Context: an optimization exercise on an open-source flow, tuned for small area, a short achievable clock period and few clock cycles. The choices shown serve that exercise and are no tape-out recipe.
In this exercise RTL edits were held to simulation tests only and were not proved equivalent to the original.
Power is estimated from default activity; no workload was simulated.

===== flow/config.mk =====
export PLATFORM = sky130hd
export DESIGN_NAME = tcp_timestamp_option_finder
export DESIGN_NICKNAME = tcp_timestamp_option_finder
export VERILOG_FILES = /design/flow/design.v
export SDC_FILE = /design/flow/constraint.sdc
export NUM_CORES = 4
export LEC_CHECK = 0
export CAP_MARGIN = 20
export CORE_MARGIN = 2
export CORE_UTILIZATION = 40
export CTS_BUF_LIST = sky130_fd_sc_hd__clkbuf_8
export PLACE_DENSITY = 0.6
export SETUP_SLACK_MARGIN = 3.8
export SLEW_MARGIN = 20

===== flow/constraint.sdc =====
create_clock -name core_clock -period 6.0 [get_ports {clk}]
set_input_delay 1.2000 -clock core_clock [delete_from_list [all_inputs] [get_ports {clk}]]
set_output_delay 1.2000 -clock core_clock [all_outputs]
set_load 0.01 [all_outputs]

===== flow/design.v =====
`timescale 1ns / 1ps
package tsf_pkg;
  localparam logic [15:0] HEADER_BYTES  = 16'd20;
  localparam logic [7:0]  TS_KIND       = 8'd8;
  localparam int          MIN_REMAIN    = 10;
  localparam logic [3:0]  TS_LAST_INDEX = 4'd9;
  localparam logic [3:0]  TS_VALUE_END  = 4'd5;
  localparam logic [15:0] POS_MAX       = 16'hFFFF;
  localparam logic [16:0] KIND_GAP = 17'(1 + MIN_REMAIN);
  localparam logic [16:0] LEN_GAP  = 17'(MIN_REMAIN - 1);
  localparam int QUEUE_DEPTH = 4;
  localparam int QUEUE_AW    = $clog2(QUEUE_DEPTH);
  typedef enum logic [1:0] {
    PH_WAIT,
    PH_LEN,
    PH_CAPTURE
  } phase_t;
  typedef enum logic [1:0] {
    OUT_NONE,
    OUT_MISS,
    OUT_HIT
  } outcome_t;
  typedef struct packed {
    logic [7:0]  data;
    logic        first;
    logic        last;
    logic [15:0] total_length;
    logic [15:0] pos;
    logic [16:0] pos_len;
    logic        kind_fail;
  } beat_t;
  typedef struct packed {
    logic        found;
    logic [7:0]  option_kind;
    logic [7:0]  option_length;
    logic [31:0] ts_value;
    logic [31:0] ts_echo;
  } result_t;
endpackage
`timescale 1ns / 1ps
module tsf_len_rows
(
  input  logic [15:0] a,
  input  logic [7:0]  d,
  input  logic [15:0] l,
  output logic        k15,
  output logic        ghi,
  output logic        phi,
  output logic        loa,
  output logic        lob
);
  always_comb begin
    logic [15:0] xs;
    logic [15:0] s;
    logic [15:0] k;
    logic [15:0] b;
    logic [15:0] g;
    logic [15:0] pr;
    logic [6:0]  g1, p1;
    logic [3:0]  g2, p2;
    logic [1:0]  g3, p3;
    logic [2:0]  xa, xb;
    logic [2:0]  sa, sb, ka, kb, ba, bb;
    xs = {8'd0, d};
    s  = a ^ xs ^ ~l;
    k  = (a & xs) | (a & ~l) | (xs & ~l);
    b  = {k[14:0], 1'b0};
    g  = s & b;
    pr = s | b;
    for (int m = 0; m < 6; m++) begin
      g1[m] = g[2*m + 4] | (pr[2*m + 4] & g[2*m + 3]);
      p1[m] = pr[2*m + 4] & pr[2*m + 3];
    end
    g1[6] = g[15];
    p1[6] = pr[15];
    for (int m = 0; m < 3; m++) begin
      g2[m] = g1[2*m + 1] | (p1[2*m + 1] & g1[2*m]);
      p2[m] = p1[2*m + 1] & p1[2*m];
    end
    g2[3] = g1[6];
    p2[3] = p1[6];
    for (int m = 0; m < 2; m++) begin
      g3[m] = g2[2*m + 1] | (p2[2*m + 1] & g2[2*m]);
      p3[m] = p2[2*m + 1] & p2[2*m];
    end
    k15 = k[15];
    ghi = g3[1] | (p3[1] & g3[0]);
    phi = p3[1] & p3[0];
    xa  = d[2:0];
    xb  = {d[2], 2'b10};
    sa  = a[2:0] ^ xa ^ ~l[2:0];
    sb  = a[2:0] ^ xb ^ ~l[2:0];
    ka  = (a[2:0] & xa) | (a[2:0] & ~l[2:0]) | (xa & ~l[2:0]);
    kb  = (a[2:0] & xb) | (a[2:0] & ~l[2:0]) | (xb & ~l[2:0]);
    ba  = {ka[1:0], 1'b0};
    bb  = {kb[1:0], 1'b0};
    loa = (sa[2] & ba[2]) | ((sa[2] | ba[2]) & ((sa[1] & ba[1]) | ((sa[1] | ba[1]) & sa[0] & ba[0])));
    lob = (sb[2] & bb[2]) | ((sb[2] | bb[2]) & ((sb[1] & bb[1]) | ((sb[1] | bb[1]) & sb[0] & bb[0])));
  end
endmodule
module tsf_pos_next
(
  input  logic        take,
  input  logic        first,
  input  logic [15:0] pos9,
  input  logic        pos_ovf,
  input  logic [16:0] inc,
  output logic [15:0] pos9_n,
  output logic        pos_ovf_n
);
  assign pos9_n    = !take ? pos9    : first ? 16'd10 : inc[15:0];
  assign pos_ovf_n = !take ? pos_ovf : !first && (pos_ovf || inc[16]);
endmodule
`timescale 1ns / 1ps
module tcp_timestamp_option_finder
(
  input  logic        clk,
  input  logic        rst,
  input  logic        in_valid,
  output logic        in_ready,
  input  logic [7:0]  data_byte,
  input  logic        first_byte,
  input  logic        last_byte,
  input  logic [15:0] total_length,
  output logic        out_valid,
  input  logic        out_ready,
  output logic        found,
  output logic [7:0]  option_kind,
  output logic [7:0]  option_length,
  output logic [31:0] ts_value,
  output logic [31:0] ts_echo
);
  logic        fv;
  logic [7:0]  fd;
  logic        ff;
  logic        fl;
  logic        ffaild;     
  logic        ffail2;     
  logic [15:0] pos9;       
  logic        pos_ovf;    
  logic [7:0]  cnt;
  logic        czero;      
  logic        st_len;     
  logic        st_cap;     
  logic        st_done;    
  logic [71:0] res;        
  logic        take;
  logic        in_faild, in_fail2;
  logic [16:0] p_inc;
  logic        len_k15, len_ghi, len_phi, len_loa, len_lob;
  logic [15:0] pos9_n;
  logic        pos_ovf_n;
  logic        go;
  logic        harmless;
  logic        e_len, e_cap, e_done, e_wait, e_czero;
  logic        d_le1, d_is8, d_is0;
  logic [7:0]  c;
  logic [7:0]  fx;
  logic        at_start;
  logic        hit, miss, settle;
  logic        len_n, cap_n, done_n, czero_n;
  logic [7:0]  cnt_n;
  logic        res_shift, res_hold;
  logic        fv_n, out_valid_n, settled_n, harmless_n;
  assign take   = in_valid && in_ready;
  tsf_len_rows u_len_rows (
    .a   (pos9),
    .d   (data_byte),
    .l   (total_length),
    .k15 (len_k15),
    .ghi (len_ghi),
    .phi (len_phi),
    .loa (len_loa),
    .lob (len_lob)
  );
  assign in_faild = pos_ovf || len_k15 || len_ghi || (len_phi && len_loa);
  assign in_fail2 = pos_ovf || len_k15 || len_ghi || (len_phi && len_lob);
  tsf_pos_next u_pos_next (
    .take      (take),
    .first     (first_byte),
    .pos9      (pos9),
    .pos_ovf   (pos_ovf),
    .inc       (p_inc),
    .pos9_n    (pos9_n),
    .pos_ovf_n (pos_ovf_n)
  );
  assign p_inc  = {1'b0, pos9} + 17'd1;
  assign harmless = (st_done && !ff) || (ff && !fl);
  assign go       = fv && (!out_valid || harmless);
  assign e_len   = !ff && st_len;
  assign e_cap   = !ff && st_cap;
  assign e_done  = !ff && st_done;
  assign e_wait  = ff || !(st_len || st_cap || st_done);
  assign e_czero = !ff && czero;
  assign c       = ff ? 8'd20 : cnt;
  assign d_le1   = fd[7:1] == 7'd0;
  assign d_is8   = fd == 8'd8;
  assign d_is0   = fd == 8'd0;
  assign fx      = {fd[7:2], fd[1] | d_le1, fd[0] && !d_le1};
  assign at_start = e_wait && e_czero;
  always_comb begin
    hit     = e_cap && e_czero;
    miss    = (at_start && d_le1 && ffail2) ||
              (e_len && (d_is0 || (d_le1 ? ffail2 : ffaild)));
    len_n   = at_start && !d_le1 && !d_is8;
    cap_n   = (at_start && d_is8) || (e_cap && !e_czero);
    if (e_len)                  cnt_n = fx - 8'd2;
    else if (at_start && d_is8) cnt_n = 8'd8;
    else if (at_start)          cnt_n = 8'd0;
    else                        cnt_n = c - 8'd1;
    if (e_len)                  czero_n = fd[7:2] == 6'd0 && !(fd[1] && fd[0]);   
    else if (at_start)          czero_n = !d_is8;
    else                        czero_n = !ff && cnt == 8'd1;
    if (!e_done && !hit && fl) miss = 1'b1;
  end
  assign settle = (hit || miss) && !e_done;
  assign done_n = e_done || settle;
  assign res_shift = fv && !out_valid && e_cap && (!fl || czero);
  assign res_hold  = !(fv && !out_valid);
  assign fv_n        = take || (fv && !go);
  assign out_valid_n = (go && settle) || (out_valid && !out_ready);
  assign settled_n   = go ? done_n : st_done;
  assign harmless_n  = take ? ((settled_n && !first_byte) || (first_byte && !last_byte))
                            : ((settled_n && !ff) || (ff && !fl));
  always_ff @(posedge clk) begin
    if (rst) begin
      fv        <= 1'b0;
      in_ready  <= 1'b1;
      pos9      <= 16'd9;
      pos_ovf   <= 1'b0;
      cnt       <= 8'd20;
      czero     <= 1'b0;
      st_len    <= 1'b0;
      st_cap    <= 1'b0;
      st_done   <= 1'b0;
      out_valid <= 1'b0;
    end else begin
      fv        <= fv_n;
      in_ready  <= !fv_n || !out_valid_n || harmless_n;
      out_valid <= out_valid_n;
      pos9      <= pos9_n;
      pos_ovf   <= pos_ovf_n;
      if (go) begin
        cnt     <= cnt_n;
        czero   <= czero_n;
        st_len  <= len_n && !done_n;
        st_cap  <= cap_n && !done_n;
        st_done <= done_n;
      end
    end
  end
  always_ff @(posedge clk) begin
    if (take) begin
      fd    <= data_byte;
      ff    <= first_byte;
      fl    <= last_byte;
      ffaild <= in_faild;
      ffail2 <= in_fail2;
    end
    res <= ({72{res_shift}} & {res[63:0], fd}) | ({72{res_hold}} & res);
    if (go && settle) found <= hit;
  end
  assign option_kind   = {4'd0, found, 3'd0};
  assign option_length = res[71:64];
  assign ts_value      = res[63:32];
  assign ts_echo       = res[31:0];
endmodule

===== flow/flow/run.sh =====
#!/bin/bash
# Layout flow: the standard ORFS flow with two changes.
# - Synthesis leaves adders to abc (no ADDER_MAP_FILE): the design's only arithmetic is a
#   bound check written as a carry tree and two counters, which abc maps faster than the
#   full-adder cells. Registers are mapped exactly as in the standard synthesis.
# - The port buffers that placement inserts are plain sky130_fd_sc_hd__buf_1 cells (ORFS
#   otherwise picks a delay buffer).
# Every ORFS step keeps its own log under orfs/logs/; make's output goes to standard.log.
set -euo pipefail
cd "$(dirname "$0")/.."
export ADDER_MAP_FILE=
export BUFFER_PORTS_ARGS="-buffer_cell sky130_fd_sc_hd__buf_1"
bash standard.sh > standard.log 2>&1

===== flow/standard.sh =====
#!/bin/bash
# synth_recipe.tcl (not shown) runs the flow's synth.tcl, then flattens the netlist and writes it again
# the make line also repeats each setting of config.mk as NAME=value (left out here)
make -C /OpenROAD-flow-scripts/flow DESIGN_CONFIG=/design/flow/config.mk WORK_HOME=/design/flow/orfs CLKGATE_MAP_FILE= SYNTH_SCRIPT=/design/flow/synth_recipe.tcl "${@:-finish}"

==> key figures, run 1 <==
Status
  – Status: complete, no violations

Critical path
  – Crit Path Category: in2reg
  – Crit start category: input port
  – CP top delay family: compound AO/OA/AOI/OAI gates
  – WP buf/inv: 2
  – Reg2reg start: fd[5]
  – Crit. End Element: flip-flop
  – CP max stage cell: maj3_2
  – CP peak stage delay: approximately 0.33 ns
  – Worst Setup SP: data_byte[7]
  – Crit Path Max Fanout: 3
  – Critical path arrival: around 2.6 ns
  – Worst Path Required: around 6.3 ns
  – CP Cell Sequence: buf_4 > inv_1 > maj3_2 > a221oi_4 > o2111ai_2 > o211ai_1 > a21oi_1 > o21ai_1

Floorplanning
  – Initial core utilization: between 40 and 50%
  – Die Span Y: approximately 110 µm
  – Die Area: between 0.01 and 0.015 mm²
  – Placement row count: 40
  – I/O pin count: ~110
  – Die X: 115 µm
  – CORE AREA: 0.0120 mm²

STA
  – Slew Limit Fails: 0
  – Post-Route Setup TNS: 0 ns
  – Slew @ Worst Pin: 0.815 ns
  – Final min period: 2.36 ns
  – Slew Limit Headroom: 45.7%
  – Max Clk Rate: between 0.4 and 0.5 GHz
  – Clock skew: ~0.01 ns
  – # setup viols final: 0
  – RSZ-0062 raised after global routing: yes
  – Final hold violations: 0
  – Crit share post-route: 39.4%

Detailed routing
  – WL per Instance: between 15 and 20 µm
  – # DRC: 0
  – 1st-iter DRT viols: between 300 and 400
  – Final wirelength: around 12000 µm
  – DR vias/cell: roughly 5.5
  – Via count: about 4200
  – First-pass iteration count of the detailed router: 5
  – Detail Route Antenna Nets: 0

CTS
  – Clock latency on the worst-skew pair: 0.42 ns
  – CTS tree: done
  – Reg clk slew, reported paths: roughly 0.07 ns
  – Hold-fix buffers, CTS: 0
  – H-tree levels: 4
  – Longest Clk Path Bufs: 2
  – CTS Buf Count: 17
  – Root buffer cell: clkbuf_8
  – Clock Sinks: around 120

Global routing
  – First-pass GRT wire length: between 15000 and 20000 µm
  – Vias in the first global route: slightly below 4000
  – Largest net degree at the start of global routing: 74
  – Initial antenna violation count: 0
  – Global route overflow: 0
  – Total track usage: a little under a fifth

Logic synthesis
  – Syn Area/Cell: slightly below 10 µm²
  – Ys flop type: dfxtp_1
  – Cell with the most instances after synthesis: dfxtp_1
  – Number of synthesized flops with an enable pin: 13
  – Synth top area cells: dfxtp_1 (42%), a22o_1 (13%), edfxtp_1 (7.9%)
  – Post-synthesis sequential area ratio: about 50%
  – Top cells by count, synth: dfxtp_1 (104), a22o_1 (73), nor2_1 (42)
  – YS warnings: 2
  – Synthesis-stage register bit count: around 120
  – Distinct cells, synth: 53
  – Top-area cell type share of the netlist area: 42.3%
  – Synth area leader: dfxtp_1
  – Gate Count Post-Synth: 502
  – Async set-reset flop share out of synthesis: 0%
  – Post-synthesis cell area: roughly 0.005 mm²

Power
  – Clock Power Share: roughly 46%
  – Psw: approximately 0.0004 W
  – Sequential power share: between 40 and 50%
  – Leakage power: approximately 2.5 nW
  – PwrDens: 276 mW/mm²
  – Sw frac: 23.6%
  – Max IR drop VDD: 193 µV
  – Gate power share: under 10%
  – P_int: between 0.001 and 0.0015 W
  – Final Power: between 0.0015 and 0.002 W

Finish
  – Fraction of layout cells with a size suffix above 1: between 20 and 30%
  – Area Overhead vs Synth: 27.8%
  – Nets: between 600 and 700
  – Fillers: roughly 1100
  – Antenna cells: 0
  – Multi-input gate area: 0.00244 mm²
  – Sequential Area: around 0.0025 mm²

Job
  – # Max-Cap Violations: 0

Worst hold path
  – Worst hold path class: reg2reg
  – Hold Crit Start: res[28]

Place
  – Detailed Place HPWL: approximately 8300 µm
  – # port buffers: about 110
  – GPL Wtd Cong: slightly below 0.9
-- area by class of cell --
type                       instances  share of cell area, %
sequential                       117                   39.9
clock buffer                      19                   4.16
timing repair buffer             121                   10.1
inverter                          20                   1.37
tap                              147                   2.92
multi-input combinational        337                   38.7
clock inverter                    13                   2.84
-- worst paths after layout --
path / end / slack, ns / depth (start not counted)
max: ffail2 / 3.64 / 8
min: res[36] / 0.48 / 1
max reg2reg: found / 3.89 / 6
min reg2reg: res[36] / 0.48 / 1
-- worst reg2reg max path: cells and delay by family (launching register included) --
family,cells,cell delay [ns]
compound gates,2,0.30
simple gates,4,1.12
flops,1,0.41
-- power by group through the flow --
stage                     registers [W]  logic (W)  clock network, W
after floorplan                0.000828  0.0000764                 0
after global placement         0.000833  0.0000979                 0
after detailed placement       0.000833   0.000100                 0
after CTS                      0.000814   0.000110          0.000812
after global routing           0.000815   0.000137          0.000851
final                          0.000814   0.000125          0.000797
-- routing by layer --
layer,global-route usage (%),wire length (µm),vias up
li1,-,-,2057
met1,22.5,5410,2022
met2,29.8,5770,152
met3,6.33,860,14
met4,5.86,153,0
met5,0,0,-
-- stage by stage --
| stage | setup slack (ns) | instance area (µm²) | hold WS [ns] | utilization (%) | cells |
|---|---|---|---|---|---|
| floorplan | 3.56 | 5000 | 0.440 | - | 508 |
| global placement | 3.12 | 5450 | 0.463 | 45.4 | 729 |
| detailed placement | 3.06 | 5450 | 0.462 | 45.4 | 729 |
| CTS | 3.72 | 6040 | 0.483 | 50.3 | 768 |
| global route | 3.61 | 6290 | 0.500 | 52.4 | 774 |
| finish | 3.64 | 6290 | 0.480 | 52.4 | 774 |
-- state kept, by name, summed over array words and instances, names as in the netlist --
name and cells:
in_ready 1, fd 8, pos_ovf 1, pos9 16
ff 1, st_len 1, ffaild 1, fv 1
res 72, found 1, st_cap 1, cnt 8
out_valid 1, czero 1, st_done 1, fl 1
ffail2 1
-- cells by family after synthesis --
group	synth area share (%)
adders and majority gates	1.63
other	0.0762
DFF	50.2
and+or+nand+nor	12.7
xor gates and xnor gates	5.87
muxes	0.407
AOI/OAI and AO/OA	24.3
buffers and inverters	4.78
-- cell usage in the layout, fill, tap and decap left out, drive strengths merged, types with 2 or more instances in the layout --
cell,n
a221oi,2
nor3,11
and2,2
a22o,73
o22ai,7
nor4,4
buf,63
nand3,7
nor2,43
clkbuf,77
xor2,9
o21ai,20
edfxtp,13
nand4,5
conb,7
and3,2
inv,24
o211ai,3
nor2b,13
dfxtp,104
xnor2,24
a22oi,7
mux2i,2
maj3,8
clkinvlp,2
o2111ai,2
nand2,31
bufinv,4
a21o,2
a21oi,22
a211oi,6
nand2b,5
a311oi,3
clkinv,3
-- what timing repair did --
| item | in CTS | in global routing |
|---|---|---|
| setup endpoints to repair | 16 | 68 |
| pin swaps | 11 | 13 |
| resized for setup | 31 | 100 |
| setup buffers | 7 | 6 |
Testbench counts, summed over its fixed seeds: cycles 24,217.
==> run 2: changes to the inputs <==
--- a/flow/config.mk
+++ b/flow/config.mk
@@ -11,4 +11,4 @@
 export CTS_BUF_LIST = sky130_fd_sc_hd__clkbuf_8
 export PLACE_DENSITY = 0.6
-export SETUP_SLACK_MARGIN = 3.8
+export SETUP_SLACK_MARGIN = 3.45
 export SLEW_MARGIN = 20
==> run 2 against run 1 <==
Clock power is 18% lower. Critical path type unchanged. Final area is 8.5% lower. Combinational power is 21% lower. Sequential power hardly changed. Count of clock-buffer cells in the layout grew 1. Still clean on timing, DRC and antenna. Largest cell class unchanged. Worst setup slack got worse by 0.050 ns. Die area unchanged. Fmax decreased by 2.1%. Power down 9.7%. Wire length shrank 6.5%. Non-clock buffer count shrank 14. Sequential cell count unchanged.
==> key figures, run 2 <==
Critical path
  – Crit start category: input port
  – CP peak stage delay: 0.37 ns (+0.04 ns)
  – WP buf/inv: 2 (unchanged)
  – Crit. End Element: flip-flop
  – Crit Path Category: in2reg
  – Worst Path Required: 6.27 ns (about the same)
  – CP top delay family: compound AO/OA/AOI/OAI gates
  – Critical path arrival: 2.69 ns (+0.05 ns)
  – CP max stage cell: maj3_1
  – Crit Path Max Fanout: 3 (unchanged)
  – CP Cell Sequence: buf_1 > inv_1 > maj3_1 > a221oi_2 > o2111ai_2 > o211ai_1 > a21oi_1 > o21ai_0

Place
  – # port buffers: 105 (unchanged)
  – Detailed Place HPWL: 8040 µm (-3.4%)
  – Worst slack at placement: 3.16 ns (+0.0947 ns)
  – GPL Wtd Cong: 0.892 (+2.4%)

Detailed routing
  – WL per Instance: 15.0 µm (-4.6%)
  – First-pass iteration count of the detailed router: 4 (-1)
  – # DRC: 0 (unchanged)
  – Via count: 4046 (-4.7%)
  – Detail Route Antenna Nets: 0 (unchanged)
  – DR vias/cell: 5.34 (-2.7%)
  – Final wirelength: 11400 µm (-6.5%)
  – 1st-iter DRT viols: 348 (+2.7%)

STA
  – WHS: 0.473 ns (-0.00643 ns)
  – Clock skew: 0.00754 ns (-0.00248 ns)
  – RSZ-0062 raised after global routing: yes
  – Slew @ Worst Pin: 0.846 ns (+0.0312 ns)
  – Crit share post-route: 40.2% (+0.83 points)
  – Final min period: 2.41 ns (+0.0499 ns)
  – Final hold violations: 0 (unchanged)
  – Post-Route Setup TNS: 0 ns (unchanged)
  – Max Clk Rate: 0.414 GHz (-2.1%)
  – Final worst setup slack: 3.59 ns (-0.0499 ns)
  – Slew Limit Headroom: 43.6% (-2.1 points)
  – Slew Limit Fails: 0 (unchanged)
  – # setup viols final: 0 (unchanged)

Logic synthesis
  – Synth top area cells: dfxtp_1 (42%), a22o_1 (13%), edfxtp_1 (7.9%)
  – Top-area cell type share of the netlist area: 42.3% (unchanged)
  – Top cells by count, synth: dfxtp_1 (104), a22o_1 (73), nor2_1 (42)
  – Number of synthesized flops with an enable pin: 13 (unchanged)
  – Cell with the most instances after synthesis: dfxtp_1
  – Post-synthesis cell area: 0.00492 mm² (unchanged)
  – Syn Area/Cell: 9.80 µm² (unchanged)
  – Gate Count Post-Synth: 502 (unchanged)
  – Ys flop type: dfxtp_1
  – YS warnings: 2 (unchanged)
  – Post-synthesis sequential area ratio: 50.2% (unchanged)
  – Synth area leader: dfxtp_1
  – Distinct cells, synth: 53 (unchanged)
  – Synthesis-stage register bit count: 117 (unchanged)
  – Async set-reset flop share out of synthesis: 0% (unchanged)

Floorplanning
  – Placement row count: 40 (unchanged)
  – Die Span Y: 115 µm (unchanged)
  – Die Area: 0.0132 mm² (unchanged)
  – Die X: 115 µm (unchanged)
  – CORE AREA: 0.0120 mm² (unchanged)
  – I/O pin count: 113 (unchanged)
  – Initial core utilization: 41.0% (unchanged)

Status
  – Status: complete, no violations

Power
  – PwrDens: 272 mW/mm² (-1.3%)
  – Final Power: 0.00157 W (-9.7%)
  – Max IR drop VDD: 173 µV (-10%)
  – Leakage power: 2.08 nW (-18%)

CTS
  – Hold-fix buffers, CTS: 0 (unchanged)
  – Longest Clk Path Bufs: 2 (unchanged)
  – Cts repair resizes: 0 (-100%)
  – Root buffer cell: clkbuf_8
  – CTS tree: done
  – Reg clk slew, reported paths: 0.06 ns (about the same)
  – H-tree levels: 4 (unchanged)
  – CTS Buf Count: 17 (unchanged)
  – Clock Sinks: 117 (unchanged)
  – Clock latency on the worst-skew pair: 0.43 ns (about the same)
  – Postcts setup bufs: 0 (-7)

Finish
  – Nets: 630 (-2.2%)
  – Antenna cells: 0 (unchanged)
  – Max reg flops: 72 (unchanged)
  – Commonest non-fill, non-tap cells in the layout: buf_1 (105), dfxtp_1 (104), a22o_1 (73)
  – Multi-input gate area: 0.00226 mm² (-7.2%)
  – Fraction of layout cells with a size suffix above 1: 7.20% (-22 points)
  – Core Util, Final: 47.9% (-4.4 points)
  – Top Registers: res: 72 flops, pos9: 16 flops
  – Sequential Area: 0.00247 mm² (-1.4%)
  – Fillers: 1132 (-0.088%)
  – Largest reg by FF count: res
  – Most common cell after layout, fill and taps aside: buf_1
  – Area Overhead vs Synth: 17.0%

Global routing
  – Global route overflow: 0 (unchanged)
  – Vias in the first global route: 3771 (-2.7%)
  – First-pass GRT wire length: 18200 µm (-4.8%)
  – Total track usage: 17.6% (-0.63 points)
  – Initial antenna violation count: 0 (unchanged)
  – Largest net degree at the start of global routing: 74 (unchanged)

Job
  – # Max-Cap Violations: 0 (unchanged)

Worst hold path
  – Worst hold path class: reg2reg
==> run 2: area by class of cell <==
class / instances / share of cell area (%)
sequential: 117 / 42.9
multi-input combinational: 337 / 39.3
timing repair buffer: 107 / 7.11
clock buffer: 20 / 4.78
tap: 147 / 3.19
clock inverter: 10 / 1.39
inverter: 20 / 1.30
==> run 2: metal layers <==
| layer | vias up | part of all wire [%] | track usage (%) |
|---|---|---|---|
| met5 | - | 0 | 0 |
| li1 | 2014 | - | - |
| met2 | 124 | 47 | 27.9 |
| met3 | 6 | 6.9 | 6.75 |
| met4 | 0 | 0.53 | 5.86 |
| met1 | 1902 | 46 | 22.0 |
==> run 2: worst reg2reg max path: stages, from the launching register on <==
cell      delay, ns
edfxtp_1       0.48
or4_4          0.62
or2_4          0.30
a21oi_2        0.19
o211ai_1       0.13
a211oi_1       0.30
o211ai_1       0.17
==> run 2: cells by family (layout without fill, tap and decap cells) <==
kind of cell / after synthesis / count (layout) / share of synthesized area (%)
AOI/OAI and AO/OA: 157 / 157 / 24.3
xor gates and xnor gates: 33 / 33 / 5.87
adders and majority gates: 8 / 8 / 1.63
buffers and inverters: 54 / 157 / 4.78
DFF: 117 / 117 / 50.2
muxes: 2 / 2 / 0.407
other: 1 / 7 / 0.0762
and+or+nand+nor: 130 / 130 / 12.7
==> run 2: path summary, 6_finish.rpt <==
check | from | end | slack, ns | depth (start not counted)
max | data_byte[6] | ffail2 | 3.59 | 8
min | res[64] | res[64] | 0.47 | 1
max reg2reg | fd[5] | in_ready | 3.67 | 6
min reg2reg | res[64] | res[64] | 0.47 | 1
==> run 2: power breakdown <==
group	internal (W)	switching (W)	total, W
clock	0.000351	0.000301	0.000652
sequential	0.000802	0.0000143	0.000816
combinational	0.0000350	0.0000633	0.0000983
==> run 2: per-stage QoR <==
stage	area (µm²)	cells
2_1_floorplan	4950	508
3_3_place_gp	5390	728
3_5_place_dp	5390	728
4_1_cts	5740	758
5_1_grt	5760	758
6_report	5760	758
==> run 3: changes to the inputs <==
--- a/flow/config.mk
+++ b/flow/config.mk
@@ -8,7 +8,7 @@
 export CAP_MARGIN = 20
 export CORE_MARGIN = 2
-export CORE_UTILIZATION = 40
+export CORE_UTILIZATION = 60
 export CTS_BUF_LIST = sky130_fd_sc_hd__clkbuf_8
-export PLACE_DENSITY = 0.6
+export PLACE_DENSITY = 0.75
 export SETUP_SLACK_MARGIN = 3.45
 export SLEW_MARGIN = 20
==> run 3 against run 2 <==
Still clean on timing, DRC and antenna. Critical path depth did not move. Sequential share of layout area hardly changed. Clock skew increased by 0.0024 ns. Critical path type unchanged. Largest power group unchanged.
==> key figures, run 3 <==
Detailed routing
  – Via count: 4093 (+1.2%)
  – First-pass iteration count of the detailed router: 7 (+3)
  – # DRC: 0 (unchanged)
  – DR vias/cell: 5.70 (+6.8%)
  – 1st-iter DRT viols: 191 (-45%)
  – WL per Instance: 15.2 µm (+0.76%)
  – Detail Route Antenna Nets: 0 (unchanged)
  – Final wirelength: 10900 µm (-4.6%)

Critical path
  – Worst Path Required: 6.27 ns (about the same)
  – Crit Path Category: in2reg
  – CP Cell Sequence: clkbuf_2 > inv_1 > maj3_1 > a221oi_2 > o2111ai_2 > o211ai_1 > a21oi_1 > o21ai_1
  – Crit. End Element: flip-flop
  – CP peak stage delay: 0.36 ns (about the same)
  – WP buf/inv: 2 (unchanged)
  – CP top delay family: compound AO/OA/AOI/OAI gates
  – Crit start category: input port
  – Critical path arrival: 2.68 ns (about the same)
  – CP max stage cell: maj3_1
  – Crit Path Max Fanout: 3 (unchanged)

Logic synthesis
  – Synth area leader: dfxtp_1
  – Post-synthesis cell area: 0.00492 mm² (unchanged)
  – Distinct cells, synth: 53 (unchanged)
  – Synthesis-stage register bit count: 117 (unchanged)
  – Cell with the most instances after synthesis: dfxtp_1
  – Syn Area/Cell: 9.80 µm² (unchanged)
  – Top-area cell type share of the netlist area: 42.3% (unchanged)
  – Ys flop type: dfxtp_1
  – Number of synthesized flops with an enable pin: 13 (unchanged)
  – Synth top area cells: dfxtp_1 (42%), a22o_1 (13%), edfxtp_1 (7.9%)
  – Top cells by count, synth: dfxtp_1 (104), a22o_1 (73), nor2_1 (42)
  – Async set-reset flop share out of synthesis: 0% (unchanged)
  – Post-synthesis sequential area ratio: 50.2% (unchanged)
  – YS warnings: 2 (unchanged)
  – Gate Count Post-Synth: 502 (unchanged)

Floorplanning
  – CORE AREA: 0.00809 mm² (-33%)
  – Die Span Y: 94.6 µm (-18%)
  – Initial core utilization: 60.8% (+20 points)
  – Die Area: 0.00894 mm² (-32%)
  – Die X: 94.6 µm (-18%)
  – Placement row count: 33 (-18%)
  – I/O pin count: 113 (unchanged)

Global routing
  – Total track usage: 24.8% (+7.2 points)
  – First-pass GRT wire length: 17300 µm (-5.0%)
  – Global route overflow: 0 (unchanged)
  – Initial antenna violation count: 0 (unchanged)
  – Largest net degree at the start of global routing: 74 (unchanged)
  – Vias in the first global route: 3644 (-3.4%)

CTS
  – Clock latency on the worst-skew pair: 0.43 ns (about the same)
  – Hold-fix buffers, CTS: 0 (unchanged)
  – Clock Sinks: 117 (unchanged)
  – H-tree levels: 4 (unchanged)
  – Longest Clk Path Bufs: 2 (unchanged)
  – Root buffer cell: clkbuf_8
  – CTS tree: done
  – Reg clk slew, reported paths: 0.07 ns (about the same)
  – CTS Buf Count: 17 (unchanged)

STA
  – Post-Route Setup TNS: 0 ns (unchanged)
  – Crit share post-route: 40.1% (-0.18 points)
  – Final hold violations: 0 (unchanged)
  – Slew Limit Fails: 0 (unchanged)
  – Clock skew: 0.00992 ns (+0.00238 ns)
  – Max Clk Rate: 0.416 GHz (+0.45%)
  – # setup viols final: 0 (unchanged)
  – Slew @ Worst Pin: 0.815 ns (-0.0304 ns)
  – Final min period: 2.40 ns (-0.0107 ns)
  – Slew Limit Headroom: 45.6% (+2.0 points)
  – RSZ-0062 raised after global routing: no
  – Final worst setup slack: 3.60 ns (+0.0107 ns)

Place
  – GPL Wtd Cong: 0.855 (-4.1%)
  – Worst slack at placement: 3.08 ns (-0.0744 ns)
  – Detailed Place HPWL: 7730 µm (-3.9%)
  – Placed cell count: 686 (-5.8%)
  – # port buffers: 105 (unchanged)

Finish
  – Post-route insts no fill: 718 (-5.3%)
  – Fraction of layout cells with a size suffix above 1: 7.67% (+0.47 points)
  – Commonest non-fill, non-tap cells in the layout: dfxtp_1 (104), buf_1 (104), a22o_1 (73)
  – Largest reg by FF count: res
  – Antenna cells: 0 (unchanged)
  – Nets: 630 (unchanged)
  – Max reg flops: 72 (unchanged)
  – Core Util, Final: 71.1% (+23 points)
  – Top Registers: res: 72 flops, pos9: 16 flops
  – Area Overhead vs Synth: 17.0% (about the same)

Power
  – Psw: 0.000422 W (+11%)
  – Sw frac: 25.8% (+1.6 points)
  – Clock Power Share: 44.2% (+2.6 points)
  – Max IR drop VDD: 145 µV (-16%)
  – Gate power share: 6.0% (-0.3 points)
  – PwrDens: 285 mW/mm² (+4.6%)
  – P_int: 0.00122 W (+2.5%)
  – Final Power: 0.00164 W (+4.6%)
  – Leakage power: 2.11 nW (+1.5%)
  – Sequential power share: 49.8% (-2.3 points)

Worst hold path
  – Worst hold path class: reg2reg

Status
  – Status: complete, no violations

Job
  – # Max-Cap Violations: 0 (unchanged)
## run 3: area by class of cell
class | count | area (µm²)
timing repair buffer | 107 | 410
fill | 643 | 2340
clock buffer | 17 | 234
tap | 105 | 131
clock inverter | 15 | 170
multi-input combinational | 337 | 2260
sequential | 117 | 2470
inverter | 20 | 75.1
## run 3: kinds of logic after synthesis
logic type / after synthesis / synth area share, %
xor gates and xnor gates: 33 / 5.87
AOI/OAI and AO/OA: 157 / 24.3
buffers and inverters: 54 / 4.78
muxes: 2 / 0.407
adders and majority gates: 8 / 1.63
and+or+nand+nor: 130 / 12.7
other: 1 / 0.0762
DFF: 117 / 50.2
## run 3: power by group through the flow
stage                     clock [W]  sequential, W  combinational (W)
after detailed placement          0       0.000833          0.0000965
after CTS                  0.000738       0.000815          0.0000969
after global routing       0.000778       0.000817           0.000110
after global placement            0       0.000833          0.0000934
final                      0.000725       0.000816          0.0000985
after floorplan                   0       0.000828          0.0000750
## run 3: worst paths after layout
check          startpoint  endpoint  slack [ns]  depth (start not counted)
max          data_byte[6]    ffail2        3.60                          8
min               res[70]   res[70]        0.48                          1
max reg2reg            ff    st_len        3.68                          7
min reg2reg       res[70]   res[70]        0.48                          1
## run 3: stage by stage
stage               area [µm²]  hold slack, ns
finish                    5760           0.484
global route              5760           0.503
CTS                       5740           0.490
detailed placement        5340           0.467
global placement          5340           0.459
floorplan                 4950           0.440
## run 3: timing repair
action                     4_1_cts  5_1_grt
setup endpoints to repair        0        3
setup buffers                    0        0
resized for setup                0        5
## run 3: layer usage
layer,vias up,global-route usage [%],part of all wire (%)
li1,2029,-,-
met1,1933,30.6,43
met2,121,41.5,50
met3,10,7.26,6.1
met4,0,8.57,0.95
met5,-,0,0
## run 3: worst register-to-register path, stage by stage, from the launching register on
cell      delay [ns]
edfxtp_1        0.54
nand2b_1        0.29
nand3_1         0.14
and2_1          0.52
nand2_1         0.24
a311oi_1        0.31
a22oi_1         0.11
nor2_1          0.10
==> run 4: changes to the inputs <==
--- a/flow/config.mk
+++ b/flow/config.mk
@@ -11,4 +11,4 @@
 export CTS_BUF_LIST = sky130_fd_sc_hd__clkbuf_8
 export PLACE_DENSITY = 0.75
-export SETUP_SLACK_MARGIN = 3.45
+export SETUP_SLACK_MARGIN = 3.6
 export SLEW_MARGIN = 20
==> run 4 against run 3 <==
Still clean on timing, DRC and antenna. Die area did not move. Worst hold slack barely moved. Largest cell class unchanged. Critical path depth did not move. Critical endpoint is now ffaild. Global-route usage rose by 0.70 points. Count of clock-buffer cells in the layout did not move. Critical path type unchanged. Sequential power barely moved. Synthesized area did not move.
==> key figures, run 4 <==
Finish
  – Commonest non-fill, non-tap cells in the layout: dfxtp_1 (104), buf_1 (102), a22o_1 (73)
  – Largest reg by FF count: res
  – Antenna cells: 0 (unchanged)
  – Area Overhead vs Synth: 18.4%
  – Fraction of layout cells with a size suffix above 1: 10.3% (+2.6 points)
  – Max reg flops: 72 (unchanged)
  – Fillers: 647 (+0.62%)
  – Most common cell after layout, fill and taps aside: dfxtp_1
  – Multi-input gate area: 0.00233 mm² (+3.0%)
  – Design area: 0.00583 mm² (+1.2%)
  – Top Registers: res: 72 flops, pos9: 16 flops
  – Sequential Area: 0.00247 mm² (unchanged)
  – Nets: 630 (unchanged)

Power
  – Gate power share: 6.4% (+0.4 points)
  – Leakage power: 2.14 nW (+1.3%)
  – Clock Power Share: 43.5% (-0.7 points)
  – Psw: 0.000443 W (+4.9%)
  – Sw frac: 27.2% (+1.4 points)
  – P_int: 0.00118 W (-2.6%)
  – PwrDens: 279 mW/mm² (-1.9%)
  – Sequential power share: 50.1% (+0.3 points)
  – Max IR drop VDD: 137 µV (-5.8%)

Logic synthesis
  – Number of synthesized flops with an enable pin: 13 (unchanged)
  – Top cells by count, synth: dfxtp_1 (104), a22o_1 (73), nor2_1 (42)
  – Ys flop type: dfxtp_1
  – Post-synthesis sequential area ratio: 50.2% (unchanged)
  – Synthesis-stage register bit count: 117 (unchanged)
  – Synth area leader: dfxtp_1
  – YS warnings: 2 (unchanged)
  – Gate Count Post-Synth: 502 (unchanged)
  – Post-synthesis cell area: 0.00492 mm² (unchanged)
  – Synth top area cells: dfxtp_1 (42%), a22o_1 (13%), edfxtp_1 (7.9%)
  – Distinct cells, synth: 53 (unchanged)
  – Syn Area/Cell: 9.80 µm² (unchanged)
  – Async set-reset flop share out of synthesis: 0% (unchanged)
  – Cell with the most instances after synthesis: dfxtp_1
  – Top-area cell type share of the netlist area: 42.3% (unchanged)

Worst hold path
  – Worst hold path class: reg2reg
  – Hold Crit Start: res[66]
  – Hold Crit Depth: 1 (unchanged)
  – Worst Hold Path EP: res[66]

Floorplanning
  – Initial core utilization: 60.8% (unchanged)
  – Die X: 94.6 µm (unchanged)
  – Die Area: 0.00894 mm² (unchanged)
  – CORE AREA: 0.00809 mm² (unchanged)
  – Die Span Y: 94.6 µm (unchanged)
  – I/O pin count: 113 (unchanged)
  – Placement row count: 33 (unchanged)

Critical path
  – CP peak stage delay: 0.34 ns (-0.02 ns)
  – Crit. End Element: flip-flop
  – Worst Path Required: 6.27 ns (about the same)
  – R2R depth: 6 (-1)
  – R2R Path End: in_ready
  – CP top delay family: compound AO/OA/AOI/OAI gates
  – CP max stage cell: a221oi_4
  – Reg2reg start: fd[5]
  – Crit Path Max Fanout: 3 (unchanged)
  – Crit Path Category: in2reg
  – CP Cell Sequence: buf_4 > inv_8 > maj3_2 > a221oi_4 > o2111ai_2 > o211ai_1 > a21oi_1 > o21ai_1
  – Crit start category: input port
  – Critical path arrival: 2.62 ns (-0.06 ns)
  – FF-to-FF setup slack: 3.74 ns (+0.06 ns)
  – WP buf/inv: 2 (unchanged)

STA
  – Post-Route Setup TNS: 0 ns (unchanged)
  – Clock skew: 0.0119 ns (+0.00196 ns)
  – Slew Limit Fails: 0 (unchanged)
  – Crit share post-route: 39.2% (-0.91 points)
  – RSZ-0062 raised after global routing: yes
  – Final min period: 2.35 ns (-0.0547 ns)
  – Final hold violations: 0 (unchanged)
  – Max Clk Rate: 0.426 GHz (+2.3%)
  – # setup viols final: 0 (unchanged)
  – Slew @ Worst Pin: 0.813 ns (-0.00270 ns)
  – Slew Limit Headroom: 45.8% (+0.18 points)

Place
  – GPL Wtd Cong: 0.893 (+4.4%)
  – Detailed Place HPWL: 7690 µm (-0.48%)
  – # port buffers: 105 (unchanged)
  – DP Area: 0.00536 mm² (+0.49%)

Detailed routing
  – Detail Route Antenna Nets: 0 (unchanged)
  – # DRC: 0 (unchanged)
  – 1st-iter DRT viols: 202 (+5.8%)
  – Final wirelength: 11200 µm (+2.5%)
  – First-pass iteration count of the detailed router: 4 (-3)
  – WL per Instance: 15.5 µm (+2.5%)
  – Via count: 4147 (+1.3%)
  – DR vias/cell: 5.78 (+1.3%)

Job
  – # Max-Cap Violations: 0 (unchanged)

CTS
  – Clock latency on the worst-skew pair: 0.43 ns (about the same)
  – CTS tree: done
  – Postcts setup bufs: 0 (unchanged)
  – Longest Clk Path Bufs: 2 (unchanged)
  – Root buffer cell: clkbuf_8
  – H-tree levels: 4 (unchanged)
  – Clock Sinks: 117 (unchanged)
  – Reg clk slew, reported paths: 0.08 ns (about the same)
  – CTS Buf Count: 17 (unchanged)

Global routing
  – First-pass GRT wire length: 17700 µm (+2.3%)
  – Initial antenna violation count: 0 (unchanged)
  – Total track usage: 25.5% (+0.70 points)
  – Global route overflow: 0 (unchanged)
  – Vias in the first global route: 3684 (+1.1%)
  – Largest net degree at the start of global routing: 74 (unchanged)

Status
  – Status: complete, no violations
run 4: how the worst max path moves through the flow:
stage               endpoint         start  cells past startpoint
floorplan             ffail2  data_byte[6]                      7
detailed placement    ffaild  data_byte[6]                      8
global placement      ffail2  data_byte[6]                      8
CTS                 in_ready         fd[5]                      6
finish                ffaild  data_byte[6]                      8
global route          ffaild  data_byte[6]                      8
run 4: what timing repair did:
action,CTS,global route
setup endpoints to repair,2,5
gates cloned,0,0
endpoints found under the hold margin,0,0
gates resized for setup,1,15
pin swaps,0,3
hold buffers,0,0
run 4: through the flow:
stage                     hold WS (ns)  power, W  cells  setup slack (ns)  utilization (%)
after floorplan                  0.440  0.000904    508              3.56                -
after global placement           0.460  0.000927    686              3.18             66.3
after detailed placement         0.471  0.000930    686              3.13             66.3
after CTS                        0.487   0.00163    718              3.68             71.2
after global routing             0.507   0.00169    718              3.55             72.0
final                            0.483   0.00163    718              3.65             72.0
run 4: kinds of logic after synthesis:
| group | count (synthesis) | share of synthesized area (%) |
|---|---|---|
| compound gates | 157 | 24.3 |
| xor+xnor | 33 | 5.87 |
| fa+ha+maj | 8 | 1.63 |
| buf+inv | 54 | 4.78 |
| flops | 117 | 50.2 |
| mux | 2 | 0.407 |
| other cells | 1 | 0.0762 |
| simple gates | 130 | 12.7 |
run 4: layer usage:
metal	global-route usage [%]	wire, µm	up-vias
met5	0	0	-
met4	9.18	174	0
met3	7.50	699	16
met2	42.1	5600	130
met1	31.8	4680	1984
li1	-	-	2017
run 4: area by class of cell:
cell class	count	share of cell area [%]
Clock buffer	17	4.02
Clock inverter	15	2.75
Inverter	20	1.42
Multi-Input combinational cell	337	40.0
Sequential cell	117	42.4
Tap cell	105	2.25
Timing Repair Buffer	107	7.13
run 4: power by group through the flow:
stage	registers, W	logic (W)	clock network, W
2_1_floorplan	0.000828	0.0000756	0
3_3_place_gp	0.000832	0.0000948	0
3_5_place_dp	0.000833	0.0000974	0
4_1_cts	0.000815	0.0000977	0.000716
5_1_grt	0.000817	0.000116	0.000753
6_report	0.000816	0.000104	0.000708
==> run 5: changes to the inputs <==
--- a/flow/config.mk
+++ b/flow/config.mk
@@ -8,7 +8,7 @@
 export CAP_MARGIN = 20
 export CORE_MARGIN = 2
-export CORE_UTILIZATION = 60
+export CORE_UTILIZATION = 75
 export CTS_BUF_LIST = sky130_fd_sc_hd__clkbuf_8
-export PLACE_DENSITY = 0.75
+export PLACE_DENSITY = 0.85
 export SETUP_SLACK_MARGIN = 3.6
 export SLEW_MARGIN = 20
==> run 5 against run 4 <==
Via count rose by 21%. Core utilization up 22 points. Die area down 19%. Power grew 13%.
==> key figures, run 5 <==
Status
  – Status: complete, no violations

STA
  – Final hold violations: 0 (unchanged)
  – Post-Route Setup TNS: 0 ns (unchanged)
  – Slew Limit Headroom: 38.8% (-7.0 points)
  – Final min period: 2.50 ns (+0.155 ns)
  – Slew Limit Fails: 0 (unchanged)
  – Crit share post-route: 41.7% (+2.6 points)
  – RSZ-0062 raised after global routing: yes
  – Slew @ Worst Pin: 0.917 ns (+0.105 ns)
  – Clock skew: 0.0123 ns (+0.000446 ns)
  – Max Clk Rate: 0.399 GHz (-6.2%)
  – # setup viols final: 0 (unchanged)

CTS
  – Longest Clk Path Bufs: 2 (unchanged)
  – Root buffer cell: clkbuf_8
  – Clock Sinks: 117 (unchanged)
  – CTS Buf Count: 17 (unchanged)
  – Clock latency on the worst-skew pair: 0.44 ns (about the same)
  – H-tree levels: 4 (unchanged)
  – Hold-fix buffers, CTS: 0 (unchanged)
  – CTS tree: done
  – Reg clk slew, reported paths: 0.07 ns (about the same)

Floorplanning
  – Placement row count: 29 (-12%)
  – I/O pin count: 113 (unchanged)
  – Die Area: 0.00723 mm² (-19%)
  – Die X: 85 µm (-10%)
  – Die Span Y: 85 µm (-10%)
  – Initial core utilization: 77.5% (+17 points)
  – CORE AREA: 0.00635 mm² (-22%)

Logic synthesis
  – Synth top area cells: dfxtp_1 (42%), a22o_1 (13%), edfxtp_1 (7.9%)
  – Synth area leader: dfxtp_1
  – Post-synthesis sequential area ratio: 50.2% (unchanged)
  – Async set-reset flop share out of synthesis: 0% (unchanged)
  – YS warnings: 2 (unchanged)
  – Ys flop type: dfxtp_1
  – Distinct cells, synth: 53 (unchanged)
  – Top cells by count, synth: dfxtp_1 (104), a22o_1 (73), nor2_1 (42)
  – Cell with the most instances after synthesis: dfxtp_1
  – Post-synthesis cell area: 0.00492 mm² (unchanged)
  – Syn Area/Cell: 9.80 µm² (unchanged)
  – Top-area cell type share of the netlist area: 42.3% (unchanged)
  – Synthesis-stage register bit count: 117 (unchanged)
  – Number of synthesized flops with an enable pin: 13 (unchanged)
  – Gate Count Post-Synth: 502 (unchanged)

Global routing
  – Total track usage: 36.2% (+11 points)
  – Vias in the first global route: 4139 (+12%)
  – Largest net degree at the start of global routing: 74 (unchanged)
  – First-pass GRT wire length: 20500 µm (+16%)
  – Initial antenna violation count: 1 (+1)
  – Global route overflow: 0 (unchanged)

Finish
  – Multi-input gate area: 0.00239 mm² (+2.4%)
  – Commonest non-fill, non-tap cells in the layout: dfxtp_1 (104), buf_1 (98), a22o_1 (73)
  – Core Util, Final: 94.3% (+22 points)
  – Sequential Area: 0.00247 mm² (unchanged)
  – Largest reg by FF count: res
  – Top Registers: res: 72 flops, pos9: 16 flops
  – Fillers: 189 (-71%)
  – Area Overhead vs Synth: 21.7%
  – Fraction of layout cells with a size suffix above 1: 11.9% (+1.6 points)
  – Nets: 632 (+0.32%)
  – Design area: 0.00599 mm² (+2.8%)
  – Max reg flops: 72 (unchanged)
  – Most common cell after layout, fill and taps aside: dfxtp_1
  – Post-route insts no fill: 693 (-3.5%)

Critical path
  – Worst Path Required: 6.17 ns (-0.10 ns)
  – CP max stage cell: o31ai_1
  – CP Cell Sequence: clkbuf_2 > nor2b_2 > o21ai_1 > a311oi_1 > o31ai_1 > o211ai_1 > a21oi_1 > o21ai_1
  – Crit. End Element: flip-flop
  – CP peak stage delay: 0.26 ns (-0.08 ns)
  – Most Frequent Cell on Critical Path: o21ai_1
  – Crit start category: input port
  – WP buf/inv: 1 (-1)
  – Crit Path Max Fanout: 5 (+2)
  – Critical path arrival: 2.67 ns (+0.05 ns)
  – CP top delay family: compound AO/OA/AOI/OAI gates
  – Crit Path Category: in2reg

Detailed routing
  – Detail Route Antenna Nets: 0 (unchanged)
  – WL per Instance: 23.7 µm (+52%)
  – 1st-iter DRT viols: 864 (+330%)
  – First-pass iteration count of the detailed router: 9 (+5)
  – DR vias/cell: 7.24 (+25%)
  – Final wirelength: 16400 µm (+47%)
  – # DRC: 0 (unchanged)
  – Via count: 5019 (+21%)

Power
  – Final Power: 0.00184 W (+13%)
  – PwrDens: 308 mW/mm² (+10%)
  – Max IR drop VDD: 311 µV (+130%)
  – Leakage power: 2.24 nW (+4.7%)

Place
  – GPL Wtd Cong: 0.916 (+2.7%)
  – Placed cell count: 658 (-4.1%)
  – Detailed Place HPWL: 7990 µm (+4.0%)
  – # port buffers: 105 (unchanged)
  – DP Area: 0.00533 mm² (-0.65%)

Worst hold path
  – Worst hold path class: reg2reg

Job
  – # Max-Cap Violations: 0 (unchanged)
## run 5: cell count changes in the layout (fill, tap and decap cells not counted), sizes merged
cell      before  now
clkbuf        19   23
bufinv         1    6
clkinvlp       0    1
clkinv         5    3
diode          0    1
inv           29   23
## run 5: report_power, final
part,switching [W],internal (W)
Sequential,0.0000177,0.000801
Combinational,0.0000856,0.0000439
Clock,0.000335,0.000558
## run 5: area by class of cell
type / instances / share of cell area (%)
diodes: 1 / 0.0418
clock buffers: 19 / 4.37
clock inverters: 13 / 3.78
repair buffers: 109 / 7.69
inverters: 20 / 1.38
well taps: 77 / 1.61
multi-input cells: 337 / 39.9
flip-flops and latches: 117 / 41.3
## run 5: logic make-up (layout without fill, tap and decap cells)
group | Yosys count | in the layout | share of synthesized area [%]
AOI/OAI and AO/OA | 157 | 157 | 24.3
xor gates and xnor gates | 33 | 33 | 5.87
adders and majority gates | 8 | 8 | 1.63
buffers and inverters | 54 | 161 | 4.78
DFF | 117 | 117 | 50.2
muxes | 2 | 2 | 0.407
other | 1 | 8 | 0.0762
and+or+nand+nor | 130 | 130 | 12.7
## run 5: metrics by stage
stage | setup slack (ns) | hold slack (ns)
final | 3.50 | 0.476
after floorplan | 3.56 | 0.440
after CTS | 3.61 | 0.483
after detailed placement | 3.04 | 0.462
after global routing | 3.38 | 0.500
after global placement | 3.20 | 0.459
## run 5: worst reg2reg max path, cell delays in order (launching register included)
cell and delay (ns):
edfxtp_1 0.55, or3_1 0.58, or2_4 0.32, a21oi_2 0.21
o211ai_1 0.16, a211oi_1 0.31, o211ai_1 0.15
## run 5: worst paths after layout
check	startpoint	cells after the start	slack, ns	to
worst max-delay path	data_byte[4]	8	3.50	ffaild
worst max register to register	fd[1]	6	3.59	in_ready
worst min register to register	res[66]	1	0.48	res[66]
worst min-delay path	res[66]	1	0.48	res[66]
## run 5: timing repair
action	4_1_cts	5_1_grt
setup buffers	0	2
setup endpoints to repair	2	10
resized for setup	4	31
pin swaps	2	12
## run 5: metal layers
metal / track usage [%] / wire length [µm] / vias up
met1: 41.7 / 5480 / 2288
met3: 8.75 / 1730 / 190
li1: - / - / 2026
met5: 0 / 0 / -
met2: 63.1 / 7710 / 515
met4: 17.6 / 1490 / 0
==> run 6: changes to the inputs <==
--- a/flow/config.mk
+++ b/flow/config.mk
@@ -8,7 +8,7 @@
 export CAP_MARGIN = 20
 export CORE_MARGIN = 2
-export CORE_UTILIZATION = 75
+export CORE_UTILIZATION = 50
 export CTS_BUF_LIST = sky130_fd_sc_hd__clkbuf_8
-export PLACE_DENSITY = 0.85
+export PLACE_DENSITY = 0.7
 export SETUP_SLACK_MARGIN = 3.6
 export SLEW_MARGIN = 20
==> run 6 against run 5 <==
Largest cell class unchanged. Non-clock buffer count stayed put. Critical endpoint unchanged. Highest routed layer unchanged. Core utilization is 34 points lower. Worst hold slack better by 0.0029 ns.
==> key figures, run 6 <==
Power
  – Clock Power Share: 42.4% (-6.1 points)
  – Psw: 0.000422 W (-3.9%)
  – Leakage power: 2.15 nW (-4.1%)
  – Max IR drop VDD: 151 µV (-52%)
  – PwrDens: 272 mW/mm² (-12%)
  – Sequential power share: 51.0% (+6.5 points)
  – P_int: 0.00118 W (-16%)
  – Sw frac: 26.4% (+2.6 points)
  – Gate power share: 6.6% (-0.4 points)

CTS
  – CTS Buf Count: 17 (unchanged)
  – Longest Clk Path Bufs: 2 (unchanged)
  – Clock latency on the worst-skew pair: 0.42 ns (-0.02 ns)
  – CTS tree: done
  – Root buffer cell: clkbuf_8
  – H-tree levels: 4 (unchanged)
  – Clock Sinks: 117 (unchanged)
  – Reg clk slew, reported paths: 0.08 ns (about the same)
  – Hold-fix buffers, CTS: 0 (unchanged)

Critical path
  – CP top delay family: compound AO/OA/AOI/OAI gates
  – Critical path arrival: 2.59 ns (-0.08 ns)
  – CP Cell Sequence: buf_4 > inv_8 > maj3_2 > a221oi_4 > o2111ai_2 > o211ai_1 > a21oi_1 > o21ai_1
  – Crit. End Element: flip-flop
  – Worst Path Required: 6.27 ns (+0.10 ns)
  – Crit start category: input port
  – Crit Path Max Fanout: 3 (-2)
  – CP peak stage delay: 0.33 ns (+0.07 ns)
  – Crit Path Category: in2reg
  – CP max stage cell: maj3_2
  – WP buf/inv: 2 (+1)

Floorplanning
  – Initial core utilization: 50.8% (-27 points)
  – Die X: 103 µm (+21%)
  – Die Span Y: 103 µm (+21%)
  – Die Area: 0.0107 mm² (+47%)
  – CORE AREA: 0.00968 mm² (+53%)
  – I/O pin count: 113 (unchanged)
  – Placement row count: 36 (+24%)

Global routing
  – Vias in the first global route: 3902 (-5.7%)
  – First-pass GRT wire length: 17700 µm (-14%)
  – Largest net degree at the start of global routing: 74 (unchanged)
  – Global route overflow: 0 (unchanged)
  – Total track usage: 21.1% (-15 points)
  – Initial antenna violation count: 0 (-1)

Logic synthesis
  – Synth top area cells: dfxtp_1 (42%), a22o_1 (13%), edfxtp_1 (7.9%)
  – Gate Count Post-Synth: 502 (unchanged)
  – Synth area leader: dfxtp_1
  – Top cells by count, synth: dfxtp_1 (104), a22o_1 (73), nor2_1 (42)
  – Syn Area/Cell: 9.80 µm² (unchanged)
  – Number of synthesized flops with an enable pin: 13 (unchanged)
  – Post-synthesis cell area: 0.00492 mm² (unchanged)
  – Async set-reset flop share out of synthesis: 0% (unchanged)
  – Synthesis-stage register bit count: 117 (unchanged)
  – Post-synthesis sequential area ratio: 50.2% (unchanged)
  – Top-area cell type share of the netlist area: 42.3% (unchanged)
  – YS warnings: 2 (unchanged)
  – Ys flop type: dfxtp_1
  – Distinct cells, synth: 53 (unchanged)
  – Cell with the most instances after synthesis: dfxtp_1

Finish
  – Post-route insts no fill: 748 (+7.9%)
  – Most common cell after layout, fill and taps aside: dfxtp_1
  – Area Overhead vs Synth: 19.4%
  – Fraction of layout cells with a size suffix above 1: 10.7% (-1.1 points)
  – Top Registers: res: 72 flops, pos9: 16 flops
  – Max reg flops: 72 (unchanged)
  – Antenna cells: 0 (-1)
  – Nets: 632 (unchanged)
  – Sequential Area: 0.00247 mm² (unchanged)
  – Multi-input gate area: 0.00234 mm² (-1.8%)
  – Fillers: 887 (+370%)
  – Largest reg by FF count: res
  – Commonest non-fill, non-tap cells in the layout: dfxtp_1 (104), buf_1 (103), a22o_1 (73)

Detailed routing
  – Final wirelength: 11000 µm (-33%)
  – First-pass iteration count of the detailed router: 4 (-5)
  – Via count: 4137 (-18%)
  – DR vias/cell: 5.53 (-24%)
  – 1st-iter DRT viols: 194 (-78%)
  – Detail Route Antenna Nets: 0 (unchanged)
  – # DRC: 0 (unchanged)
  – WL per Instance: 14.6 µm (-38%)

STA
  – Max Clk Rate: 0.431 GHz (+7.9%)
  – Crit share post-route: 38.7% (-3.1 points)
  – Final hold violations: 0 (unchanged)
  – WHS: 0.479 ns (+0.00292 ns)
  – RSZ-0062 raised after global routing: no
  – Post-Route Setup TNS: 0 ns (unchanged)
  – Slew Limit Fails: 0 (unchanged)
  – Slew Limit Headroom: 44.2% (+5.3 points)
  – # setup viols final: 0 (unchanged)
  – Final min period: 2.32 ns (-0.183 ns)
  – Clock skew: 0.0108 ns (-0.00150 ns)
  – Slew @ Worst Pin: 0.838 ns (-0.0798 ns)

Place
  – Detailed Place HPWL: 7830 µm (-2.1%)
  – Placed cell count: 714 (+8.5%)
  – # port buffers: 105 (unchanged)
  – GPL Wtd Cong: 0.913 (-0.35%)

Job
  – # Max-Cap Violations: 0 (unchanged)

Worst hold path
  – Worst hold path class: reg2reg

Status
  – Status: complete, no violations
## run 6: cells by family (layout without fill, tap and decap cells)
kind of cell	after synthesis	count (layout)	share of synthesized area, %
other cells	1	7	0.0762
flops	117	117	50.2
buf+inv	54	161	4.78
compound gates	157	157	24.3
simple gates	130	130	12.7
xor+xnor	33	33	5.87
fa+ha+maj	8	8	1.63
mux	2	2	0.407
## run 6: power groups by stage
stage / combinational (W) / sequential, W / clock [W]
after floorplan: 0.0000756 / 0.000828 / 0
after global placement: 0.0000949 / 0.000832 / 0
after detailed placement: 0.0000975 / 0.000833 / 0
after CTS: 0.0000980 / 0.000815 / 0.000697
after global routing: 0.000117 / 0.000817 / 0.000730
final: 0.000105 / 0.000815 / 0.000679
## run 6: worst paths after layout
kind,slack [ns],endpoint,cells past startpoint,from
worst min-delay path,0.48,res[70],1,res[70]
worst max register to register,3.79,found,6,fd[5]
worst max-delay path,3.68,ffaild,8,data_byte[6]
worst min register to register,0.48,res[70],1,res[70]
## run 6: per-layer routing
layer	part of all wire, %	track usage [%]	vias up
met4	2.1	8.91	0
met1	44	24.5	1968
met3	6.4	6.85	23
met5	0	0	-
met2	47	35.7	120
li1	-	-	2026
## run 6: area by class of cell
type                            count  share of cell area (%)
Clock inverter                     15                    2.45
Multi-Input combinational cell    337                    39.9
Timing Repair Buffer              109                    7.35
Clock buffer                       17                    3.98
Tap cell                          133                    2.83
Inverter                           20                    1.41
Sequential cell                   117                    42.1
## run 6: what timing repair did
action,CTS,global route
pin swaps,0,6
setup endpoints to repair,2,5
resized for setup,1,18
setup buffers,0,2
## run 6: per-stage QoR
stage	instance area (µm²)	utilization, %	worst slack [ns]	total power [W]
after floorplan	4970	-	3.56	0.000904
after global placement	5400	55.7	3.18	0.000927
after detailed placement	5400	55.7	3.09	0.000931
after CTS	5780	59.7	3.65	0.00161
after global routing	5880	60.7	3.58	0.00166
final	5880	60.7	3.68	0.00160
==> run 7: changes to the inputs <==
--- a/flow/config.mk
+++ b/flow/config.mk
@@ -6,9 +6,9 @@
 export NUM_CORES = 4
 export LEC_CHECK = 0
-export CAP_MARGIN = 20
+export CAP_MARGIN = 5
 export CORE_MARGIN = 2
-export CORE_UTILIZATION = 50
+export CORE_UTILIZATION = 60
 export CTS_BUF_LIST = sky130_fd_sc_hd__clkbuf_8
-export PLACE_DENSITY = 0.7
+export PLACE_DENSITY = 0.75
 export SETUP_SLACK_MARGIN = 3.6
-export SLEW_MARGIN = 20
+export SLEW_MARGIN = 5
==> run 7 against run 6 <==
Critical path type unchanged. Power increased by 1.8%. Synthesized cell count stayed put. Count of clock-buffer cells in the layout unchanged. Critical endpoint unchanged. Clock power increased by 4.3%. Clock skew up 0.0011 ns.
==> key figures, run 7 <==
Logic synthesis
  – Number of synthesized flops with an enable pin: 13 (unchanged)
  – Cell with the most instances after synthesis: dfxtp_1
  – Top cells by count, synth: dfxtp_1 (104), a22o_1 (73), nor2_1 (42)
  – Synthesis-stage register bit count: 117 (unchanged)
  – Synth area leader: dfxtp_1
  – Post-synthesis cell area: 0.00492 mm² (unchanged)
  – Distinct cells, synth: 53 (unchanged)
  – Ys flop type: dfxtp_1
  – Synth top area cells: dfxtp_1 (42%), a22o_1 (13%), edfxtp_1 (7.9%)
  – Gate Count Post-Synth: 502 (unchanged)
  – Top-area cell type share of the netlist area: 42.3% (unchanged)
  – Post-synthesis sequential area ratio: 50.2% (unchanged)
  – Async set-reset flop share out of synthesis: 0% (unchanged)
  – YS warnings: 2 (unchanged)
  – Syn Area/Cell: 9.80 µm² (unchanged)

Global routing
  – Vias in the first global route: 3684 (-5.6%)
  – Initial antenna violation count: 0 (unchanged)
  – Global route overflow: 0 (unchanged)
  – Total track usage: 25.5% (+4.4 points)
  – First-pass GRT wire length: 17700 µm (-0.24%)
  – Largest net degree at the start of global routing: 74 (unchanged)

Power
  – Leakage power: 2.14 nW (-0.46%)
  – PwrDens: 279 mW/mm² (+2.6%)
  – Max IR drop VDD: 137 µV (-9.3%)

Job
  – # Max-Cap Violations: 0 (unchanged)

Place
  – GPL Wtd Cong: 0.893 (-2.3%)
  – Detailed Place HPWL: 7690 µm (-1.8%)
  – Placed cell count: 686 (-3.9%)
  – # port buffers: 105 (unchanged)

Critical path
  – CP Cell Sequence: buf_4 > inv_8 > maj3_2 > a221oi_4 > o2111ai_2 > o211ai_1 > a21oi_1 > o21ai_1
  – Crit Path Category: in2reg
  – CP max stage cell: a221oi_4
  – Crit Path Max Fanout: 3 (unchanged)
  – CP top delay family: compound AO/OA/AOI/OAI gates
  – WP buf/inv: 2 (unchanged)
  – Crit. End Element: flip-flop
  – CP peak stage delay: 0.34 ns (about the same)
  – Crit start category: input port
  – Critical path arrival: 2.62 ns (+0.03 ns)
  – Worst Path Required: 6.27 ns (about the same)

Finish
  – Top Registers: res: 72 flops, pos9: 16 flops
  – Antenna cells: 0 (unchanged)
  – Largest reg by FF count: res
  – Nets: 630 (-0.32%)
  – Multi-input gate area: 0.00233 mm² (-0.59%)
  – Area Overhead vs Synth: 18.4%
  – Most common cell after layout, fill and taps aside: dfxtp_1
  – Fillers: 647 (-27%)
  – Post-route insts no fill: 718 (-4.0%)
  – Fraction of layout cells with a size suffix above 1: 10.3% (-0.45 points)
  – Commonest non-fill, non-tap cells in the layout: dfxtp_1 (104), buf_1 (102), a22o_1 (73)
  – Max reg flops: 72 (unchanged)
  – Sequential Area: 0.00247 mm² (unchanged)

Detailed routing
  – 1st-iter DRT viols: 202 (+4.1%)
  – # DRC: 0 (unchanged)
  – Final wirelength: 11200 µm (+1.8%)
  – Via count: 4147 (+0.24%)
  – First-pass iteration count of the detailed router: 4 (unchanged)
  – DR vias/cell: 5.78 (+4.4%)
  – Detail Route Antenna Nets: 0 (unchanged)
  – WL per Instance: 15.5 µm (+6.1%)

CTS
  – CTS tree: done
  – Postcts setup bufs: 0 (unchanged)
  – Longest Clk Path Bufs: 2 (unchanged)
  – Clock Sinks: 117 (unchanged)
  – Root buffer cell: clkbuf_8
  – Clock latency on the worst-skew pair: 0.43 ns (about the same)
  – Reg clk slew, reported paths: 0.08 ns (about the same)
  – H-tree levels: 4 (unchanged)
  – CTS Buf Count: 17 (unchanged)
  – Hold-fix buffers, CTS: 0 (unchanged)

Floorplanning
  – I/O pin count: 113 (unchanged)
  – Placement row count: 33 (-8.3%)
  – CORE AREA: 0.00809 mm² (-16%)
  – Die Span Y: 94.6 µm (-8.4%)
  – Die Area: 0.00894 mm² (-16%)
  – Initial core utilization: 60.8% (+10 points)
  – Die X: 94.6 µm (-8.4%)

STA
  – RSZ-0062 raised after global routing: yes
  – WHS: 0.483 ns (+0.00426 ns)
  – Final min period: 2.35 ns (+0.0280 ns)
  – Slew @ Worst Pin: 0.813 ns (-0.0250 ns)
  – Post-Route Setup TNS: 0 ns (unchanged)
  – Final hold violations: 0 (unchanged)
  – # setup viols final: 0 (unchanged)
  – Slew Limit Headroom: 45.8% (+1.7 points)
  – Slew Limit Fails: 0 (unchanged)
  – Max Clk Rate: 0.426 GHz (-1.2%)
  – Crit share post-route: 39.2% (+0.47 points)
  – Clock skew: 0.0119 ns (+0.00105 ns)

Worst hold path
  – Worst hold path class: reg2reg

Status
  – Status: complete, no violations
run 7: cell types whose count changed in the layout (fill, tap and decap cells not counted), sizes merged:
cell and change:
clkinvlp -1, clkbuf +2, buf -4, inv +2
clkinv -1
run 7: routing by layer:
layer	share of wire, %	global-route usage [%]	vias to the layer above
li1	-	-	2017
met1	42	31.8	1984
met2	50	42.1	130
met3	6.3	7.50	16
met4	1.6	9.18	0
met5	0	0	-
run 7: path summary, 6_finish.rpt:
| kind | from | endpoint | cells after the start | slack (ns) |
|---|---|---|---|---|
| worst min-delay path | res[66] | res[66] | 1 | 0.48 |
| worst max-delay path | data_byte[6] | ffaild | 8 | 3.65 |
| worst max register to register | fd[5] | in_ready | 6 | 3.74 |
| worst min register to register | res[66] | res[66] | 1 | 0.48 |
run 7: area by class of cell:
type / count / area share, %
clock buffers: 17 / 4.02
clock inverters: 15 / 2.75
inverters: 20 / 1.42
multi-input cells: 337 / 40.0
flip-flops and latches: 117 / 42.4
well taps: 105 / 2.25
repair buffers: 107 / 7.13
run 7: worst register-to-register path, delay by kind of cell, from the launching register on:
family	cells	cell delay (ns)
simple gates	2	0.93
compound gates	4	0.73
flops	1	0.49
run 7: cell families (layout without fill, tap and decap cells):
family	Yosys count	after routing	share of synthesized area, %
DFF	117	117	50.2
muxes	2	2	0.407
other	1	7	0.0762
xor gates and xnor gates	33	33	5.87
buffers and inverters	54	159	4.78
adders and majority gates	8	8	1.63
and+or+nand+nor	130	130	12.7
AOI/OAI and AO/OA	157	157	24.3
run 7: timing repair:
action	4_1_cts	5_1_grt
gates cloned	0	0
hold endpoints to repair	0	0
setup endpoints to repair	2	5
resized for setup	1	15
pin swaps	0	3
run 7: power by group:
part / internal [W] / total, W / switching, W
logic: 0.0000380 / 0.000104 / 0.0000663
clock network: 0.000346 / 0.000708 / 0.000362
registers: 0.000801 / 0.000816 / 0.0000147
run 7: metrics by stage:
step / cell area, µm² / power (W) / setup slack, ns / util (%)
CTS: 5760 / 0.00163 / 3.68 / 71.2
detailed placement: 5360 / 0.000930 / 3.13 / 66.3
global placement: 5360 / 0.000927 / 3.18 / 66.3
global route: 5830 / 0.00169 / 3.55 / 72.0
floorplan: 4970 / 0.000904 / 3.56 / -
finish: 5830 / 0.00163 / 3.65 / 72.0

what the ideal ports hide:
The results above use ideal ports. As a check the final layouts listed here were re-extracted and re-timed, cells and wires unchanged. Step 1 (the two cells are an assumption about what drives the block):
set clk [get_ports {clk}]
set_driving_cell -lib_cell sky130_fd_sc_hd__clkbuf_16 $clk
set_driving_cell -lib_cell sky130_fd_sc_hd__buf_2 [delete_from_list [all_inputs] $clk]
Step 2 also shifts input and output timing later by t, the mid clock arrival at the registers, as if the neighbouring blocks saw the same clock. Slacks: no drivers / after step 1 / after step 2; pairs: no drivers / after step 1.
| run | t, ns | setup slack, ns | worst hold slack (ns) |
|---|---|---|---|
| run 1 | 0.451 | 3.635 / 3.610 / 3.160 | 0.480 / 0.480 / 0.480 |
| run 2 | 0.459 | 3.585 / 3.595 / 3.137 | 0.473 / 0.473 / 0.473 |
| run 3 | 0.455 | 3.596 / 3.605 / 3.151 | 0.484 / 0.484 / 0.484 |
| run 4 | 0.457 | 3.651 / 3.654 / 3.197 | 0.483 / 0.483 / 0.483 |
| run 5 | 0.463 | 3.495 / 3.462 / 2.999 | 0.476 / 0.476 / 0.476 |
| run 6 | 0.449 | 3.679 / 3.690 / 3.241 | 0.479 / 0.479 / 0.479 |
| run 7 | 0.457 | 3.651 / 3.654 / 3.197 | 0.483 / 0.483 / 0.483 |
After both steps every run listed still meets setup and hold. For run 5, which loses most, drivers alone change the setup slack by -0.033 ns; drivers and shift together by -0.496 ns.
